This is an optimization exercise on Yosys and OpenROAD, whose aim is small area, a short achievable clock period and few clock cycles per item, not a production implementation. Function was checked by simulation only, so behaviour that the tests miss may differ from the original. Power and IR drop assume default switching activity.

$ cat flow/run.sh
#!/bin/bash
# synth_recipe.tcl (not shown) runs the flow's synth.tcl, then flattens the netlist and writes it again
# the make line also repeats each setting of config.mk as NAME=value (left out here)
make -C /OpenROAD-flow-scripts/flow DESIGN_CONFIG=/design/flow/config.mk WORK_HOME=/design/flow/orfs CLKGATE_MAP_FILE= SYNTH_SCRIPT=/design/flow/synth_recipe.tcl finish
$ cat flow/config.mk
export PLATFORM = sky130hd
export DESIGN_NAME = tagged_refcount_slot_allocator
export DESIGN_NICKNAME = tagged_refcount_slot_allocator
export VERILOG_FILES = /design/flow/design.v
export SDC_FILE = /design/flow/constraint.sdc
export NUM_CORES = 4
export LEC_CHECK = 0
export CAP_MARGIN = 20
export CORE_MARGIN = 2
export CORE_UTILIZATION = 40
export SLEW_MARGIN = 20
$ cat flow/constraint.sdc
create_clock -name core_clock -period 10.0 [get_ports {clk}]
set_input_delay 2.0000 -clock core_clock [delete_from_list [all_inputs] [get_ports {clk}]]
set_output_delay 2.0000 -clock core_clock [all_outputs]
set_load 0.01 [all_outputs]
$ cat flow/design.v
`default_nettype none
package trsa_pkg;
  localparam int NUM_SLOTS = 31;
  localparam int KEY_WIDTH = 32;
  localparam int SLOT_W = (NUM_SLOTS > 1) ? $clog2(NUM_SLOTS) : 1;
  localparam int CNT_W  = $clog2(NUM_SLOTS + 1);
  localparam int          REFS_W  = 8;
  localparam logic [7:0]  REF_MAX = 8'hFF;
  localparam logic FUNC_ACQUIRE = 1'b0;
  localparam logic FUNC_RELEASE = 1'b1;
  typedef enum logic [2:0] {
    ST_OK     = 3'd0,
    ST_FULL   = 3'd1,
    ST_RANGE  = 3'd2,
    ST_UNUSED = 3'd3,
    ST_SAT    = 3'd4
  } status_t;
endpackage
`default_nettype wire
`default_nettype none
module tagged_refcount_slot_allocator (
  input  wire logic        clk,
  input  wire logic        rst,
  input  wire logic        start,
  output logic             busy,
  input  wire logic        func,
  input  wire logic        has_tag,
  input  wire logic [31:0] tag_key,
  input  wire logic [5:0]  slot_index,
  output logic             done,
  output logic [2:0]       status,
  output logic [5:0]       slot_id,
  output logic             released,
  output logic [7:0]       ref_count
);
  localparam int NS  = trsa_pkg::NUM_SLOTS;
  localparam int KW  = trsa_pkg::KEY_WIDTH;
  localparam int SW  = trsa_pkg::SLOT_W;
  localparam int CW  = trsa_pkg::CNT_W;
  localparam int RW  = trsa_pkg::REFS_W;
  typedef enum logic [3:0] {
    S_IDLE  = 4'b0001,
    S_SCAN  = 4'b0010,
    S_CLAIM = 4'b0100,
    S_REL   = 4'b1000
  } state_t;
  state_t state, state_next;
  logic [RW-1:0] refs     [NS];
  logic          tag_vld  [NS];
  logic [KW-1:0] keys     [NS];
  logic          req_has_tag;
  logic [KW-1:0] key;
  logic [5:0]    idx;
  logic [CW-1:0] cnt, cnt_next;
  logic          free_found, free_found_next;
  logic [SW-1:0] free_idx, free_idx_next;
  logic                done_next;
  trsa_pkg::status_t   status_q, status_next;
  logic [5:0]          slot_id_next;
  logic                released_next;
  logic [RW-1:0]       ref_count_next;
  logic [SW-1:0] rd_addr;
  logic [RW-1:0] rd_refs;
  logic          rd_tv;
  logic [KW-1:0] rd_key;
  logic          wr_en;
  logic [SW-1:0] wr_addr;
  logic [RW-1:0] wr_refs;
  logic          wr_tv;
  logic [KW-1:0] wr_key;
  logic [RW-1:0] incdec;
  logic          hit;
  logic          is_free;
  logic          last;
  logic          out_of_range;
  logic          accept;
  assign accept = start && (state == S_IDLE);
  assign busy   = (state != S_IDLE);
  assign rd_addr = (state == S_REL) ? idx[SW-1:0] : cnt[SW-1:0];
  assign rd_refs = refs[rd_addr];
  assign rd_tv   = tag_vld[rd_addr];
  assign rd_key  = keys[rd_addr];
  assign incdec       = rd_refs + ((state == S_REL) ? {RW{1'b1}} : RW'(1));
  assign hit          = req_has_tag && rd_tv && (rd_key == key);
  assign is_free      = (rd_refs == '0);
  assign last         = (cnt == CW'(NS - 1));
  assign out_of_range = ({1'b0, idx} >= 7'(NS));
  always_comb begin
    state_next      = state;
    cnt_next        = cnt;
    free_found_next = free_found;
    free_idx_next   = free_idx;
    done_next       = 1'b0;
    status_next     = status_q;
    slot_id_next    = slot_id;
    released_next   = released;
    ref_count_next  = ref_count;
    wr_en           = 1'b0;
    wr_addr         = rd_addr;
    wr_refs         = '0;
    wr_tv           = 1'b0;
    wr_key          = '0;
    unique case (state)
      S_IDLE: begin
        if (start) begin
          cnt_next        = '0;
          free_found_next = 1'b0;
          free_idx_next   = '0;
          state_next      = (func == trsa_pkg::FUNC_RELEASE) ? S_REL : S_SCAN;
        end
      end
      S_SCAN: begin
        if (hit) begin
          done_next      = 1'b1;
          slot_id_next   = 6'(rd_addr);
          released_next  = 1'b0;
          state_next     = S_IDLE;
          if (rd_refs == trsa_pkg::REF_MAX) begin
            status_next    = trsa_pkg::ST_SAT;
            ref_count_next = trsa_pkg::REF_MAX;
          end else begin
            status_next    = trsa_pkg::ST_OK;
            ref_count_next = incdec;
            wr_en          = 1'b1;
            wr_refs        = incdec;
            wr_tv          = rd_tv;
            wr_key         = rd_key;
          end
        end else begin
          if (is_free && !free_found) begin
            free_found_next = 1'b1;
            free_idx_next   = rd_addr;
          end
          if (last || (!req_has_tag && is_free)) begin
            state_next = S_CLAIM;
          end else begin
            cnt_next = cnt + CW'(1);
          end
        end
      end
      S_CLAIM: begin
        done_next     = 1'b1;
        released_next = 1'b0;
        state_next    = S_IDLE;
        if (free_found) begin
          status_next    = trsa_pkg::ST_OK;
          slot_id_next   = 6'(free_idx);
          ref_count_next = RW'(1);
          wr_en          = 1'b1;
          wr_addr        = free_idx;
          wr_refs        = RW'(1);
          wr_tv          = req_has_tag;
          wr_key         = req_has_tag ? key : '0;
        end else begin
          status_next    = trsa_pkg::ST_FULL;
          slot_id_next   = '0;
          ref_count_next = '0;
        end
      end
      S_REL: begin
        done_next    = 1'b1;
        slot_id_next = idx;
        state_next   = S_IDLE;
        if (out_of_range) begin
          status_next    = trsa_pkg::ST_RANGE;
          released_next  = 1'b0;
          ref_count_next = '0;
        end else if (is_free) begin
          status_next    = trsa_pkg::ST_UNUSED;
          released_next  = 1'b0;
          ref_count_next = '0;
        end else begin
          status_next    = trsa_pkg::ST_OK;
          released_next  = (incdec == '0);
          ref_count_next = incdec;
          wr_en          = 1'b1;
          wr_refs        = incdec;
          wr_tv          = (incdec == '0) ? 1'b0 : rd_tv;
          wr_key         = (incdec == '0) ? '0 : rd_key;
        end
      end
      default: begin
        state_next = S_IDLE;
      end
    endcase
  end
  always_ff @(posedge clk) begin
    if (rst) begin
      state      <= S_IDLE;
      done       <= 1'b0;
      cnt        <= '0;
      free_found <= 1'b0;
      for (int i = 0; i < NS; i++) begin
        refs[i]    <= '0;
        tag_vld[i] <= 1'b0;
      end
    end else begin
      state      <= state_next;
      done       <= done_next;
      cnt        <= cnt_next;
      free_found <= free_found_next;
      if (wr_en) begin
        refs[wr_addr]    <= wr_refs;
        tag_vld[wr_addr] <= wr_tv;
      end
    end
  end
  always_ff @(posedge clk) begin
    if (wr_en) begin
      keys[wr_addr] <= wr_key;
    end
  end
  always_ff @(posedge clk) begin
    if (accept) begin
      req_has_tag <= has_tag;
      key         <= KW'(tag_key);
      idx         <= slot_index;
    end
    free_idx  <= free_idx_next;
    status_q  <= status_next;
    slot_id   <= slot_id_next;
    released  <= released_next;
    ref_count <= ref_count_next;
  end
  assign status = status_q;
endmodule
`default_nettype wire
==> reports/results.txt <==
Design Area, Final: 0.0647 mm²
relative slew slack: 0.196
number of I/O port buffers: 62
PD cells: 183 mW/mm²
WL final: 185,000 µm
1st-pass router iterations: 8
# placed instances: 5,957
Worst-path clk slew: 0.06 ns
Leakage: 20.0 nW
layout cells sized above 1: 0.113
clk sinks: 1,353
Final GP Congestion: 0.885
DRT antenna net count: 0
Post-synth EDFFs: 1,342
Maximum Capacitance Violations: 0
Final Setup Violations: 0
Post-Place Cell Area: 0.0601 mm²
share of flip-flops with an asynchronous set or reset: 0
Avg Inst Size Synth: 13.6 µm²
wire per inst: 29.8 µm
WP data required: 10.46 ns
Initial Util: 0.403
clock tree from TritonCTS: yes
Die Y: 381 µm
achievable frequency: 124 MHz
nets: 4,266
Via Count: 37,700
top cell type's share of synthesized area: 0.709
Cells after Synth: 4,180
actual slew at the worst max-slew pin: 1.20 ns
area occupied by multi-input gates: 0.0152 mm²
first-pass GRT wire length: 262,000 µm
commonest cells after routing, fill and taps aside: edfxtp_1, nand2_1, nand3_1
Worst-Skew Late Latency: 0.79 ns
final hold violations: 0
initial DRC count: 4,872
Synth area leaders: edfxtp_1, nand2_1, mux2i_1, nand3_1, mux4_2
Min Hold Slack: 0.513 ns
post-synth top area cell: edfxtp_1
Core ar.: 0.141 mm²
#FFs+latches synth: 1,353
Layout Skew: 0.0341 ns
Core Rows: 138
fin crit period: 8.07 ns
post-synth cell types: 79
GRT Overall Usage: 0.250
CTS Root Cell: clkbuf_16
Setup CP Type: flop to flop
CTS Buffer Depth: 3
commonest non-fill, non-tap cell in the layout: edfxtp_1
CTS buffer count: 142
register area: 0.0405 mm²
total negative setup slack: 0 ns
initial antenna violation count: 3
startpoint types: flop
synthesized area: 0.0569 mm²
DRC viols: 0
drt via density: 6.06
crit path DAT: 8.53 ns
Post-synth top flop: edfxtp_1
pre-CTS WS: 2.17 ns
filler instances: 12,500
largest net degree at the start of global routing: 145
Non-Filler Instances: 6,216
Worst VDD drop: 0.162 mV
DIE AREA: 0.145 mm²
H-Tree Level Count: 4
final worst slack: 1.93 ns
Overflow after GRT: 0
area added between synthesis and finish: 13.8%
crit-path max FO: 34
YS warnings: 1
run status: finished clean
# IOs: 63
Crit. End Element: flop
Post-Syn Nets: 4,233
Resize count post-CTS: 0
die width: 381 µm
DP HPWL: 106,000 µm
RSZ-0062 raised after global routing: false
vias in the first global route: 35,800
sequential-to-total area share from yosys stat: 0.713
postcts setup bufs: 0
period utilization: 0.807
hold buffers post-CTS: 0
Pins Over Slew Limit: 0
worst min path class: flop to flop
## worst max-delay path, stage by stage (launching register included)
cell	delay [ns]
dfxtp_1	0.34
or4b_2	0.77
inv_8	0.31
mux2i_4	0.79
nand2_2	0.64
buf_4	0.46
a2111oi_0	0.40
a31oi_1	0.07
nand4_1	0.16
xor2_1	0.09
nor4_1	0.64
nand3_1	0.29
nor4b_4	0.60
a21o_1	0.43
a21oi_4	0.10
buf_4	0.29
nor2_4	0.90
buf_4	0.37
## layer usage
layer,global-route usage,vias up,share of wire
met2,0.392,2231,0.46
met4,0.111,6,0.046
met3,0.0515,443,0.10
met5,0,-,0.00022
li1,-,16000,-
met1,0.336,19000,0.39
## power by group
| group | switching, mW | internal, mW | leakage, nW |
|---|---|---|---|
| Sequential | 0.0404 | 6.22 | 11.1 |
| Combinational | 0.194 | 0.0842 | 6.66 |
| Clock | 2.25 | 3.04 | 2.22 |
| Total | 2.48 | 9.35 | 20.0 |
## final timing paths
check	from	endpoint	slack (ns)	depth (start not counted)
worst min-delay path	free_found	free_found	0.51	2
worst max register to register	state[0]	keys[28][3]	1.93	17
worst min register to register	free_found	free_found	0.51	2
worst max-delay path	state[0]	keys[28][3]	1.93	17
## stage by stage
step,power [mW],util
after floorplan,6.52,-
after global placement,6.66,0.425
after detailed placement,6.66,0.425
after CTS,11.9,0.458
after global routing,12.1,0.458
final,11.8,0.458
## kinds of logic (layout without fill, tap and decap cells)
logic type / after synthesis / count (layout) / synth area share
XOR/XNOR: 38 / 38 / 0.00599
other: 0 / 1 / 0
flip-flops: 1353 / 1353 / 0.713
AND/OR/NAND/NOR: 1596 / 1596 / 0.128
buffers and inverters: 338 / 483 / 0.0283
multiplexers: 254 / 254 / 0.0545
adder cells (fa/ha/maj): 10 / 10 / 0.00233
AO/OA/AOI/OAI: 591 / 591 / 0.0681
## area by class of cell
type,count,area share
timing repair buffer,200,0.0299
multi-input combinational,2489,0.235
antenna,1,0.0000387
clock buffer,178,0.0586
tap,1890,0.0365
clock inverter,78,0.0126
sequential,1353,0.626
inverter,27,0.00168
## registers in the layout (all words and copies together) (netlist names)
signal	count
keys	992
refs	256
key	32
tag_vld	32
ref_count	8
idx	6
slot_id	6
cnt	5
free_idx	5
state	4
status_q	3
done	1
free_found	1
released	1
req_has_tag	1
## synthesized netlist by cell type, drive strengths merged (8+ instances only)
| master | n |
|---|---|
| mux4 | 42 |
| nor3 | 168 |
| a22o | 29 |
| o2111ai | 8 |
| nand3 | 249 |
| o21bai | 35 |
| nor4 | 57 |
| a21oi | 166 |
| mux2i | 194 |
| nand4 | 84 |
| mux2 | 18 |
| nor2b | 27 |
| o22ai | 31 |
| a221oi | 17 |
| edfxtp | 1342 |
| or2 | 8 |
| nand2b | 10 |
| nand2 | 742 |
| and3 | 17 |
| xor2 | 24 |
| dfxtp | 11 |
| xnor2 | 14 |
| a211oi | 23 |
| buf | 175 |
| inv | 27 |
| clkbuf | 136 |
| a31oi | 74 |
| o21ai | 81 |
| a32oi | 24 |
| a22oi | 60 |
| nor3b | 18 |
| ha | 9 |
| nor2 | 191 |
Testbench counts, summed over its fixed seeds: cycles 116,455, items 12,000.

## afterwards: timing with drivers on the ports
The results above use ideal ports. As a check the final layout listed here was re-extracted and re-timed, cells and wires unchanged. Step 1 (the two cells are an assumption about what drives the block):
set clk [get_ports {clk}]
set_driving_cell -lib_cell sky130_fd_sc_hd__clkbuf_16 $clk
set_driving_cell -lib_cell sky130_fd_sc_hd__buf_2 [delete_from_list [all_inputs] $clk]
Step 2 also shifts input and output timing later by t, the mid clock arrival at the registers, as if the neighbouring blocks saw the same clock. Three values: ideal ports, drivers, drivers and shift; two values: the first two.
t (ns): 0.856
setup WS [ns]: 1.932 / 1.932 / 1.932
clock arrival spread, ns: 0.034 / 0.034
After both steps this run still meets setup and hold. The setup slack of this run moves by 0.000 ns with the drivers and by 0.000 ns with both steps.
